This design comes from an exercise in tuning for small area and a short achievable clock period on the open sky130 flow, not from production work. At most, simulation tests tie the RTL to the original design; equivalence was not proved. Power and IR drop assume default switching activity.

==> run Z <==
// ldpc_dec_out_serializer
module ldpc_dec_out_serializer #(
  parameter int ZC              = ldpc_dec_pkg::ZC,
  parameter int DEC_OUT_LIFTING = ldpc_dec_pkg::DEC_OUT_LIFTING,
  parameter int OUT_W           = 64,
  parameter int FIFO_DEPTH      = 4,
  parameter int WORDS_23        = ldpc_dec_pkg::WORDS_23,
  parameter int WORDS_78        = ldpc_dec_pkg::WORDS_78,
  parameter int BLK_NUM         = ldpc_dec_pkg::BLK_NUM
) (
  input  logic                        clk,
  input  logic                        rst,
  input  logic [2:0]                  iLs,
  input  logic                        dec_valid,
  input  logic [2:0]                  dec_valid_cnt,
  input  logic [ZC*DEC_OUT_LIFTING-1:0] dec_data,
  output logic [OUT_W-1:0]            m_tdata,
  output logic                        m_tvalid,
  input  logic                        m_tready,
  output logic                        m_tlast,
  output logic [2:0]                  m_tuser,
  output logic                        ovf,
  output logic                        mode_err,
  output logic                        blk_done,
  output logic                        done_all
);
==> flow/config.mk <==
export PLATFORM = sky130hd
export DESIGN_NAME = ldpc_dec_out_serializer
export DESIGN_NICKNAME = ldpc_dec_out_serializer
export VERILOG_FILES = /design/flow/design.v
export SDC_FILE = /design/flow/constraint.sdc
export NUM_CORES = 4
export LEC_CHECK = 0
export CAP_MARGIN = 20
export CORE_MARGIN = 2
export CORE_UTILIZATION = 55
export CTS_CLUSTER_DIAMETER = 100
export CTS_CLUSTER_SIZE = 25
export PLACE_DENSITY = 0.65
export SETUP_SLACK_MARGIN = 2.6
export SLEW_MARGIN = 20
export SYNTH_HIERARCHICAL = 1
export SYNTH_MINIMUM_KEEP_SIZE = 0
export BUFFER_PORTS_ARGS = -buffer_cell sky130_fd_sc_hd__buf_1
==> flow/constraint.sdc <==
create_clock -name core_clock -period 5.0 [get_ports {clk}]
set_input_delay 1.0000 -clock core_clock [delete_from_list [all_inputs] [get_ports {clk}]]
set_output_delay 1.0000 -clock core_clock [all_outputs]
set_load 0.01 [all_outputs]
standard.sh (not shown) runs the stock make flow with config.mk's settings and CLKGATE_MAP_FILE= SYNTH_SCRIPT=/design/flow/synth_recipe.tcl, a recipe that flattens the netlist after the stock synthesis.
==> flow/flow/run.sh <==
#!/bin/bash
set -euo pipefail
cat >> config.mk <<'EOF'
export BUFFER_PORTS_ARGS = -buffer_cell sky130_fd_sc_hd__buf_1
EOF
bash standard.sh finish > standard_flow.log 2>&1
==> run C (differences from run Z) <==
--- a/flow/design.v
+++ b/flow/design.v
@@ -89,13 +89,13 @@
   logic [NS-1:0][BEATS-1:1]     sel;       
   logic [NH-1:0]                sel0;      
   logic [NS-1:0][BW-1:0]        slot;
   logic [NH-1:0][HW-1:0]        head;
   logic                         cur_last;  
   logic [BKW-1:0]               blk_cnt;
-  logic [OUT_W-1:0]             tdata_hn;
+  logic [OUT_W-1:0]             tdata_h;
   logic [2:0]                   tuser_h;
   logic                         tlast_h;
   logic                         ovf_h, merr_h, done_h;
   logic                         hs, eow, pop, push, full, qne, load, done_set;
   logic                         snd_n, lastb_n;
   logic [BEATS-1:0]             bsel_n, csel_n;
@@ -118,13 +118,13 @@
         mode_ok   = 1'b1;
       end
     end
   end
   assign offer     = dec_valid && !done_h;
   assign word_in   = offer && mode_ok;
-  assign word_last = (wcnt == '0) ? (words_cur == WCW'(1)) : (wcnt == words_q - 1'b1);
+  assign word_last = (wcnt == words_cur - 1'b1);
   assign hs        = snd && m_tready;
   assign eow       = hs && lastb;
   assign qne       = qth[0];
   assign full      = qth[FIFO_DEPTH-1];
   assign pop       = qne && (!snd || eow);
   assign push      = word_in && (!full || pop);
@@ -263,32 +263,31 @@
       head_last = head_last | (sel0[j] & head[j][0]);
     end
     nxt_last = cur_last && csel[BEATS-1];
   end
   always_ff @(posedge clk) begin
     if (load) begin
-      tdata_hn <= ~nxt_data;
+      tdata_h <= nxt_data;
       tlast_h <= nxt_last;
       if (csel[0]) begin
         tuser_h  <= nxt_user;
         cur_last <= head_last;
       end
     end
   end
   always_ff @(posedge clk) begin
     if (rst) begin
+      m_tdata <= '0;
       m_tuser <= '0;
       m_tlast <= 1'b0;
     end else begin
+      m_tdata <= load ? nxt_data : tdata_h;
       m_tuser <= (load && csel[0]) ? nxt_user : tuser_h;
       m_tlast <= load ? nxt_last : tlast_h;
     end
   end
-  always_ff @(posedge clk) begin
-    m_tdata <= load ? nxt_data : ~tdata_hn;
-  end
   assign done_set = hs && tlast_h && (blk_cnt == BKW'(BLK_NUM - 1));
   always_ff @(posedge clk) begin
     if (rst) begin
       blk_done <= 1'b0;
       done_h   <= 1'b0;
       done_all <= 1'b0;
--- a/flow/config.mk
+++ b/flow/config.mk
@@ -5,14 +5,14 @@
 export SDC_FILE = /design/flow/constraint.sdc
 export NUM_CORES = 4
 export LEC_CHECK = 0
 export CAP_MARGIN = 20
 export CORE_MARGIN = 2
 export CORE_UTILIZATION = 55
-export CTS_CLUSTER_DIAMETER = 100
+export CTS_CLUSTER_DIAMETER = 80
 export CTS_CLUSTER_SIZE = 25
 export PLACE_DENSITY = 0.65
-export SETUP_SLACK_MARGIN = 2.6
+export SETUP_SLACK_MARGIN = 2.7
 export SLEW_MARGIN = 20
 export SYNTH_HIERARCHICAL = 1
 export SYNTH_MINIMUM_KEEP_SIZE = 0
 export BUFFER_PORTS_ARGS = -buffer_cell sky130_fd_sc_hd__buf_1
==> metrics.md <==
| Metric | Value |
|---|---|
| Count of buffers not belonging to the clock network in the layout | `745` |
| Global-route track usage on met1 | `46.4%` |
| Result of the run | `finished clean` |
| Leading cell types in the layout, fill and taps excluded | `sky130_fd_sc_hd__edfxtp_1 (2580), sky130_fd_sc_hd__a222oi_1 (832), sky130_fd_sc_hd__buf_1 (577)` |
| Net switching power | `about 9.0 mW` |
| Final clock period utilization by the worst path | `48.8%` |
| Family with the most delay on the worst path | `simple AND/OR/NAND/NOR gates` |
| Detailed-route vias per instance | `7.31` |
| Clock Power Share | `about 28%` |
| Startpoint of the lowest-slack register-to-register path | `sel[20]$_SDFF_PP0_` |
# the run above: run Z

==> metrics.md <==
| Metric | Value |
|---|---|
| Clock Power Share | `30.1%` |
| Finished Core Util | `between 60% and 70%` |
| Router iterations before antenna repair | `9` |
| Detailed-route vias per instance | `7.27` |
| Startpoint of the lowest-slack register-to-register path | `sel[18]$_SDFF_PP0_` |
| Final clock period utilization by the worst path | `between 40% and 50%` |
| Average footprint of a synthesized cell | `roughly 21 um^2` |
| Family with the most delay on the worst path | `flip-flops` |
| Number of design-rule violations left by the first detailed-router iteration | `13500` |
| Path category of the worst min-delay check | `input port to register` |
| Result of the run | `finished clean` |
| Total clock sinks | `2746` |
| Number of nets produced by synthesis | `4932` |
| Leading cell types in the layout, fill and taps excluded | `sky130_fd_sc_hd__edfxtp_1 (2516), sky130_fd_sc_hd__a222oi_1 (832), sky130_fd_sc_hd__buf_1 (519)` |
| I/O pin total | `595` |
# the run above: run C


==> xenon: inputs <==
==> flow/design.v <==
package ldpc_dec_pkg;
  localparam int ZC              = 32;
  localparam int DEC_OUT_LIFTING = 16;
  localparam int BLK_NUM         = 8;
  localparam int WORDS_23        = 4;
  localparam int WORDS_78        = 2;
  localparam logic [2:0] ILS_23 = 3'd1;
  localparam logic [2:0] ILS_78 = 3'd2;
  typedef logic [0:0] ser_state_t;
  localparam ser_state_t ST_IDLE = 1'b0;
  localparam ser_state_t ST_SEND = 1'b1;
endpackage
module ldpc_word_fifo #(
  parameter int WIDTH = 8,
  parameter int DEPTH = 5
) (
  input  logic                    clk,
  input  logic [DEPTH-1:0]        wen,
  input  logic [WIDTH-1:0]        din,
  output logic [DEPTH-1:0][WIDTH-1:0] q
);
  for (genvar i = 0; i < DEPTH; i++) begin : g_slot
    always_ff @(posedge clk) begin
      if (wen[i]) q[i] <= din;
    end
  end
endmodule
module ldpc_dec_out_serializer #(
  parameter int ZC              = ldpc_dec_pkg::ZC,
  parameter int DEC_OUT_LIFTING = ldpc_dec_pkg::DEC_OUT_LIFTING,
  parameter int OUT_W           = 64,
  parameter int FIFO_DEPTH      = 4,
  parameter int WORDS_23        = ldpc_dec_pkg::WORDS_23,
  parameter int WORDS_78        = ldpc_dec_pkg::WORDS_78,
  parameter int BLK_NUM         = ldpc_dec_pkg::BLK_NUM
) (
  input  logic                        clk,
  input  logic                        rst,
  input  logic [2:0]                  iLs,
  input  logic                        dec_valid,
  input  logic [2:0]                  dec_valid_cnt,
  input  logic [ZC*DEC_OUT_LIFTING-1:0] dec_data,
  output logic [OUT_W-1:0]            m_tdata,
  output logic                        m_tvalid,
  input  logic                        m_tready,
  output logic                        m_tlast,
  output logic [2:0]                  m_tuser,
  output logic                        ovf,
  output logic                        mode_err,
  output logic                        blk_done,
  output logic                        done_all
);
  localparam int IN_W  = ZC * DEC_OUT_LIFTING;
  localparam int BEATS = IN_W / OUT_W;
  localparam int BCW   = (BEATS > 1) ? $clog2(BEATS) : 1;
  localparam int MAXW  = (WORDS_23 > WORDS_78) ? WORDS_23 : WORDS_78;
  localparam int WCW   = $clog2(MAXW + 1);
  localparam int EW    = IN_W + 4;
  localparam int NS    = FIFO_DEPTH + 1;
  localparam int CW    = $clog2(FIFO_DEPTH + 1);
  localparam int BKW   = $clog2(BLK_NUM + 1);
  logic [WCW-1:0]               wcnt;
  logic [WCW-1:0]               words_q;
  logic [WCW-1:0]               words_cur;
  logic                         mode_ok;
  logic                         word_in;
  logic                         word_last;
  logic                         snd;       
  logic [BCW-1:0]               bcnt;      
  logic [CW-1:0]                qcnt;      
  logic [NS-1:0]                hd;        
  logic [NS-1:0]                wp;        
  logic [NS-1:0]                wen;       
  logic [NS-1:0][EW-1:0]        slot;
  logic                         tlast_q;
  logic [BKW-1:0]               blk_cnt;
  logic                         hs, eow, pop, push, full, load, last_beat;
  logic                         snd_n;
  logic [BCW-1:0]               bcnt_n;
  logic [CW-1:0]                qcnt_n;
  logic [NS-1:0]                hd_n, wp_n, rsel, rsel_n;
  logic [BEATS-1:0]             csel, csel_n;
  logic                         lastb;     
  logic                         lastb_n;
  logic [OUT_W-1:0]             nxt_data;
  logic [2:0]                   nxt_user;
  logic                         nxt_last;
  always_comb begin
    words_cur = words_q;
    mode_ok   = 1'b1;
    if (wcnt == '0) begin
      mode_ok = 1'b0;
      if (iLs == ldpc_dec_pkg::ILS_23) begin
        words_cur = WCW'(WORDS_23);
        mode_ok   = 1'b1;
      end else if (iLs == ldpc_dec_pkg::ILS_78) begin
        words_cur = WCW'(WORDS_78);
        mode_ok   = 1'b1;
      end
    end
  end
  assign word_in   = dec_valid && !done_all && mode_ok;
  assign word_last = (wcnt == words_cur - 1'b1);
  assign last_beat = lastb;
  assign hs        = snd && m_tready;
  assign eow       = hs && last_beat;
  assign pop       = (qcnt != '0) && (!snd || eow);
  assign full      = (qcnt == CW'(FIFO_DEPTH));
  assign push      = word_in && (!full || pop);
  assign load      = !snd || hs;
  always_ff @(posedge clk) begin
    if (rst) begin
      wcnt     <= '0;
      words_q  <= '0;
      ovf      <= 1'b0;
      mode_err <= 1'b0;
    end else if (dec_valid && !done_all) begin
      if (!mode_ok) begin
        mode_err <= 1'b1;
      end else begin
        if (wcnt == '0) words_q <= words_cur;
        wcnt <= word_last ? '0 : wcnt + 1'b1;
        if (!push) ovf <= 1'b1;
      end
    end
  end
  always_comb begin
    snd_n  = snd;
    bcnt_n = bcnt;
    hd_n   = hd;
    if (pop) begin
      snd_n  = 1'b1;
      bcnt_n = '0;
    end else if (eow) begin
      snd_n  = 1'b0;
      bcnt_n = '0;
    end else if (hs) begin
      bcnt_n = bcnt + 1'b1;
    end
    if (eow) hd_n = {hd[NS-2:0], hd[NS-1]};
    lastb_n = snd_n && (bcnt_n == BCW'(BEATS - 1));
    rsel_n = lastb_n ? {hd_n[NS-2:0], hd_n[NS-1]} : hd_n;
    csel_n = '0;
    if (!snd_n || lastb_n) csel_n[0] = 1'b1;
    else                   csel_n[bcnt_n + 1'b1] = 1'b1;
    qcnt_n = qcnt + CW'(push) - CW'(pop);
    wp_n   = push ? {wp[NS-2:0], wp[NS-1]} : wp;
  end
  always_ff @(posedge clk) begin
    if (rst) begin
      snd  <= 1'b0;
      bcnt <= '0;
      qcnt <= '0;
      hd   <= NS'(1);
      wp   <= NS'(1);
      wen  <= NS'(1);
      rsel <= NS'(1);
      csel <= BEATS'(1);
      lastb <= 1'b0;
    end else begin
      rsel <= rsel_n;
      csel <= csel_n;
      lastb <= lastb_n;
      snd  <= snd_n;
      bcnt <= bcnt_n;
      qcnt <= qcnt_n;
      hd   <= hd_n;
      wp   <= wp_n;
      wen  <= ((qcnt_n != CW'(FIFO_DEPTH)) || !snd_n || (bcnt_n == BCW'(BEATS - 1))) ? wp_n : '0;
    end
  end
  ldpc_word_fifo #(
    .WIDTH (EW),
    .DEPTH (NS)
  ) u_fifo (
    .clk  (clk),
    .wen  (wen),
    .din  ({dec_data, dec_valid_cnt, word_last}),
    .q    (slot)
  );
  always_comb begin
    nxt_data = '0;
    nxt_user = '0;
    for (int i = 0; i < NS; i++) begin
      for (int c = 0; c < BEATS; c++) begin
        nxt_data = nxt_data | ({OUT_W{rsel[i] & csel[c]}} & slot[i][4 + c*OUT_W +: OUT_W]);
      end
      nxt_user = nxt_user | ({3{rsel[i]}} & slot[i][3:1]);
    end
    nxt_last = 1'b0;
    for (int i = 0; i < NS; i++) nxt_last = nxt_last | (hd[i] & slot[i][0]);
    nxt_last = nxt_last && csel[BEATS-1];
  end
  always_ff @(posedge clk) begin
    if (load) begin
      m_tdata <= nxt_data;
      if (csel[0]) m_tuser <= nxt_user;
    end
  end
  always_ff @(posedge clk) begin
    if (rst)       tlast_q <= 1'b0;
    else if (load) tlast_q <= nxt_last;
  end
  always_ff @(posedge clk) begin
    if (rst) begin
      blk_done <= 1'b0;
      done_all <= 1'b0;
      blk_cnt  <= '0;
    end else begin
      blk_done <= hs && tlast_q;
      if (hs && tlast_q) begin
        blk_cnt <= blk_cnt + 1'b1;
        if (blk_cnt == BKW'(BLK_NUM - 1)) done_all <= 1'b1;
      end
    end
  end
  assign m_tvalid = snd;
  assign m_tlast  = tlast_q;
endmodule
==> flow/run.sh <==
#!/bin/bash
# synth_recipe.tcl (not shown) runs the flow's synth.tcl, then flattens the netlist and writes it again
# the make line also repeats each setting of config.mk as NAME=value (left out here)
make -C /OpenROAD-flow-scripts/flow DESIGN_CONFIG=/design/flow/config.mk WORK_HOME=/design/flow/orfs CLKGATE_MAP_FILE= SYNTH_SCRIPT=/design/flow/synth_recipe.tcl finish
==> flow/config.mk <==
export PLATFORM = sky130hd
export DESIGN_NAME = ldpc_dec_out_serializer
export DESIGN_NICKNAME = ldpc_dec_out_serializer
export VERILOG_FILES = /design/flow/design.v
export SDC_FILE = /design/flow/constraint.sdc
export NUM_CORES = 4
export LEC_CHECK = 0
export CAP_MARGIN = 20
export CORE_MARGIN = 2
export CORE_UTILIZATION = 55
export PLACE_DENSITY = 0.65
export SETUP_SLACK_MARGIN = 2.0
export SLEW_MARGIN = 20
==> flow/constraint.sdc <==
create_clock -name core_clock -period 5.0 [get_ports {clk}]
set_input_delay 1.0000 -clock core_clock [delete_from_list [all_inputs] [get_ports {clk}]]
set_output_delay 1.0000 -clock core_clock [all_outputs]
set_load 0.01 [all_outputs]
==> inputs of willow, as changes to xenon <==
==> flow/design.v, changed modules only <==
module ldpc_dec_out_serializer #(
  parameter int ZC              = ldpc_dec_pkg::ZC,
  parameter int DEC_OUT_LIFTING = ldpc_dec_pkg::DEC_OUT_LIFTING,
  parameter int OUT_W           = 64,
  parameter int FIFO_DEPTH      = 4,
  parameter int WORDS_23        = ldpc_dec_pkg::WORDS_23,
  parameter int WORDS_78        = ldpc_dec_pkg::WORDS_78,
  parameter int BLK_NUM         = ldpc_dec_pkg::BLK_NUM
) (
  input  logic                        clk,
  input  logic                        rst,
  input  logic [2:0]                  iLs,
  input  logic                        dec_valid,
  input  logic [2:0]                  dec_valid_cnt,
  input  logic [ZC*DEC_OUT_LIFTING-1:0] dec_data,
  output logic [OUT_W-1:0]            m_tdata,
  output logic                        m_tvalid,
  input  logic                        m_tready,
  output logic                        m_tlast,
  output logic [2:0]                  m_tuser,
  output logic                        ovf,
  output logic                        mode_err,
  output logic                        blk_done,
  output logic                        done_all
);
  localparam int IN_W  = ZC * DEC_OUT_LIFTING;
  localparam int BEATS = IN_W / OUT_W;
  localparam int BCW   = (BEATS > 1) ? $clog2(BEATS) : 1;
  localparam int MAXW  = (WORDS_23 > WORDS_78) ? WORDS_23 : WORDS_78;
  localparam int WCW   = $clog2(MAXW + 1);
  localparam int EW    = IN_W + 4;
  localparam int NS    = FIFO_DEPTH + 1;
  localparam int BKW   = $clog2(BLK_NUM + 1);
  logic [WCW-1:0]               wcnt;
  logic [WCW-1:0]               words_q;
  logic [WCW-1:0]               words_cur;
  logic                         mode_ok;
  logic                         offer;
  logic                         word_in;
  logic                         word_last;
  logic                         snd;       
  logic [BCW-1:0]               bcnt;      
  logic                         lastb;     
  logic [FIFO_DEPTH-1:0]        qth;       
  logic [NS-1:0]                hd;        
  logic [NS-1:0]                wp;        
  logic [NS-1:0]                wen;       
  logic [NS-1:0]                rsel;      
  logic [BEATS-1:0]             csel;      
  logic [NS-1:0][EW-1:0]        slot;
  logic [BKW-1:0]               blk_cnt;
  logic [OUT_W-1:0]             tdata_h;
  logic [2:0]                   tuser_h;
  logic                         tlast_h;
  logic                         ovf_h, merr_h, done_h;
  logic                         hs, eow, pop, push, full, qne, load;
  logic                         snd_n, lastb_n, done_set;
  logic [BCW-1:0]               bcnt_n;
  logic [FIFO_DEPTH-1:0]        qth_n;
  logic [NS-1:0]                hd_n, wp_n, rsel_n;
  logic [BEATS-1:0]             csel_n;
  logic [OUT_W-1:0]             nxt_data;
  logic [2:0]                   nxt_user;
  logic                         nxt_last;
  always_comb begin
    words_cur = words_q;
    mode_ok   = 1'b1;
    if (wcnt == '0) begin
      mode_ok = 1'b0;
      if (iLs == ldpc_dec_pkg::ILS_23) begin
        words_cur = WCW'(WORDS_23);
        mode_ok   = 1'b1;
      end else if (iLs == ldpc_dec_pkg::ILS_78) begin
        words_cur = WCW'(WORDS_78);
        mode_ok   = 1'b1;
      end
    end
  end
  assign offer     = dec_valid && !done_h;
  assign word_in   = offer && mode_ok;
  assign word_last = (wcnt == words_cur - 1'b1);
  assign hs        = snd && m_tready;
  assign eow       = hs && lastb;
  assign qne       = qth[0];
  assign full      = qth[FIFO_DEPTH-1];
  assign pop       = qne && (!snd || eow);
  assign push      = word_in && (!full || pop);
  assign load      = !snd || hs;
  always_ff @(posedge clk) begin
    if (rst) begin
      wcnt     <= '0;
      words_q  <= '0;
    end else if (word_in) begin
      if (wcnt == '0) words_q <= words_cur;
      wcnt <= word_last ? '0 : wcnt + 1'b1;
    end
  end
  always_ff @(posedge clk) begin
    if (rst) begin
      ovf_h    <= 1'b0;
      merr_h   <= 1'b0;
      ovf      <= 1'b0;
      mode_err <= 1'b0;
    end else begin
      if (word_in && !push) ovf_h <= 1'b1;
      if (offer && !mode_ok) merr_h <= 1'b1;
      ovf      <= ovf_h || (word_in && !push);
      mode_err <= merr_h || (offer && !mode_ok);
    end
  end
  always_comb begin
    snd_n  = snd;
    bcnt_n = bcnt;
    hd_n   = hd;
    if (pop) begin
      snd_n  = 1'b1;
      bcnt_n = '0;
    end else if (eow) begin
      snd_n  = 1'b0;
      bcnt_n = '0;
    end else if (hs) begin
      bcnt_n = bcnt + 1'b1;
    end
    if (eow) hd_n = {hd[NS-2:0], hd[NS-1]};
    lastb_n = snd_n && (bcnt_n == BCW'(BEATS - 1));
    qth_n = qth;
    if (push && !pop)      qth_n = {qth[FIFO_DEPTH-2:0], 1'b1};
    else if (pop && !push) qth_n = {1'b0, qth[FIFO_DEPTH-1:1]};
    wp_n = push ? {wp[NS-2:0], wp[NS-1]} : wp;
    rsel_n = lastb_n ? {hd_n[NS-2:0], hd_n[NS-1]} : hd_n;
    csel_n = '0;
    if (!snd_n || lastb_n) csel_n[0] = 1'b1;
    else                   csel_n[bcnt_n + 1'b1] = 1'b1;
  end
  always_ff @(posedge clk) begin
    if (rst) begin
      snd   <= 1'b0;
      bcnt  <= '0;
      lastb <= 1'b0;
      qth   <= '0;
      hd    <= NS'(1);
      wp    <= NS'(1);
      wen   <= NS'(1);
      rsel  <= NS'(1);
      csel  <= BEATS'(1);
    end else begin
      snd   <= snd_n;
      bcnt  <= bcnt_n;
      lastb <= lastb_n;
      qth   <= qth_n;
      hd    <= hd_n;
      wp    <= wp_n;
      rsel  <= rsel_n;
      csel  <= csel_n;
      wen   <= (qth_n[FIFO_DEPTH-1] && snd_n && !lastb_n) ? '0 : wp_n;
    end
  end
  ldpc_word_fifo #(
    .WIDTH (EW),
    .DEPTH (NS)
  ) u_fifo (
    .clk  (clk),
    .wen  (wen),
    .din  ({dec_data, dec_valid_cnt, word_last}),
    .q    (slot)
  );
  always_comb begin
    nxt_data = '0;
    nxt_user = '0;
    nxt_last = 1'b0;
    for (int i = 0; i < NS; i++) begin
      for (int c = 0; c < BEATS; c++) begin
        nxt_data = nxt_data | ({OUT_W{rsel[i] & csel[c]}} & slot[i][4 + c*OUT_W +: OUT_W]);
      end
      nxt_user = nxt_user | ({3{rsel[i]}} & slot[i][3:1]);
      nxt_last = nxt_last | (rsel[i] & slot[i][0]);
    end
    nxt_last = nxt_last && csel[BEATS-1];
  end
  always_ff @(posedge clk) begin
    if (load) begin
      tdata_h <= nxt_data;
      tlast_h <= nxt_last;
      if (csel[0]) tuser_h <= nxt_user;
    end
  end
  always_ff @(posedge clk) begin
    if (rst) begin
      m_tdata <= '0;
      m_tuser <= '0;
      m_tlast <= 1'b0;
    end else begin
      m_tdata <= load ? nxt_data : tdata_h;
      m_tuser <= (load && csel[0]) ? nxt_user : tuser_h;
      m_tlast <= load ? nxt_last : tlast_h;
    end
  end
  assign done_set = hs && tlast_h && (blk_cnt == BKW'(BLK_NUM - 1));
  always_ff @(posedge clk) begin
    if (rst) begin
      blk_done <= 1'b0;
      done_h   <= 1'b0;
      done_all <= 1'b0;
      blk_cnt  <= '0;
    end else begin
      blk_done <= hs && tlast_h;
      if (hs && tlast_h) blk_cnt <= blk_cnt + 1'b1;
      if (done_set) done_h <= 1'b1;
      done_all <= done_h || done_set;
    end
  end
  assign m_tvalid = snd;
endmodule
--- a/flow/config.mk
+++ b/flow/config.mk
@@ -10,4 +10,6 @@
 export CORE_UTILIZATION = 55
+export CTS_CLUSTER_DIAMETER = 100
+export CTS_CLUSTER_SIZE = 30
 export PLACE_DENSITY = 0.65
-export SETUP_SLACK_MARGIN = 2.0
+export SETUP_SLACK_MARGIN = 2.7
 export SLEW_MARGIN = 20
==> inputs of harbor, as changes to xenon <==
--- a/flow/config.mk
+++ b/flow/config.mk
@@ -11,3 +11,3 @@
 export PLACE_DENSITY = 0.65
-export SETUP_SLACK_MARGIN = 2.0
+export SETUP_SLACK_MARGIN = 2.5
 export SLEW_MARGIN = 20
==> qor summary <==
metric                                                    xenon           harbor      willow
Result of the run              no timing/DRC/antenna violations  no timing/DRC/antenna violations  no timing/DRC/antenna violations
Measured slew at the worst slew-check pin               1.25 ns          1.15 ns     1.20 ns
Clock power share                                         35.8%            35.7%       27.6%
Syn Area/Cell                                          18.4 µm²         18.4 µm²    17.5 µm²
Share of synthesized area spent on multiplexers         0.0714%          0.0714%      0.102%
Total number of tap cells                                  2355             2355        2370
Cell count of the worst hold path                             1                1           2
Layout cells sized above 1                                8.98%            11.3%       11.3%
Count of H-tree levels built during CTS                       5                5           3
Cell with the largest stage delay on the worst path   a2111oi_0  clkdlybuf4s50_1    a211oi_4
Path type of the worst setup path                       reg2reg           in2reg      in2reg
Internal Power                                         0.0415 W         0.0415 W    0.0314 W
Power consumption                                      0.0547 W         0.0549 W    0.0399 W
No functional check of the RTL was part of any run of this note.

-- re-timing with driven ports --
In the flow no input, the clock included, has a driving cell. The finished layouts below were timed again as built, in two steps.
Step 1: set_driving_cell puts a clkbuf_16 on clk and a buf_2 on each other input, an assumption about the parent block.
Step 2 moves the port delays by t, midway between the first and last clock arrival at a register: inputs arrive t later, outputs are due t later. That takes back most of the time a late clock gives input paths.
a / b / c = ideal / step 1 / step 2; a / b = the first two.
| run | t (ns) | slack for setup (ns) | hold WS [ns] | cell pins on the clock port's net |
|---|---|---|---|---|
| run Z | 0.897 | 2.560 / 2.545 / 1.839 | 0.420 / 0.420 / 0.420 | 1 |
| run C | 0.897 | 2.644 / 2.553 / 1.943 | 0.448 / 0.413 / 0.460 | 1 |
| xenon | 0.987 | 1.961 / 1.961 / 1.158 | 0.483 / 0.483 / 0.483 | 1 |
| willow | 0.876 | 2.562 / 2.528 / 1.755 | 0.475 / 0.475 / 0.475 | 1 |
| harbor | 0.990 | 2.381 / 2.306 / 1.456 | 0.483 / 0.471 / 0.483 | 1 |
After both steps every run listed still meets setup and hold. For harbor, which loses most, drivers alone change the setup slack by -0.075 ns; drivers and shift together by -0.925 ns.
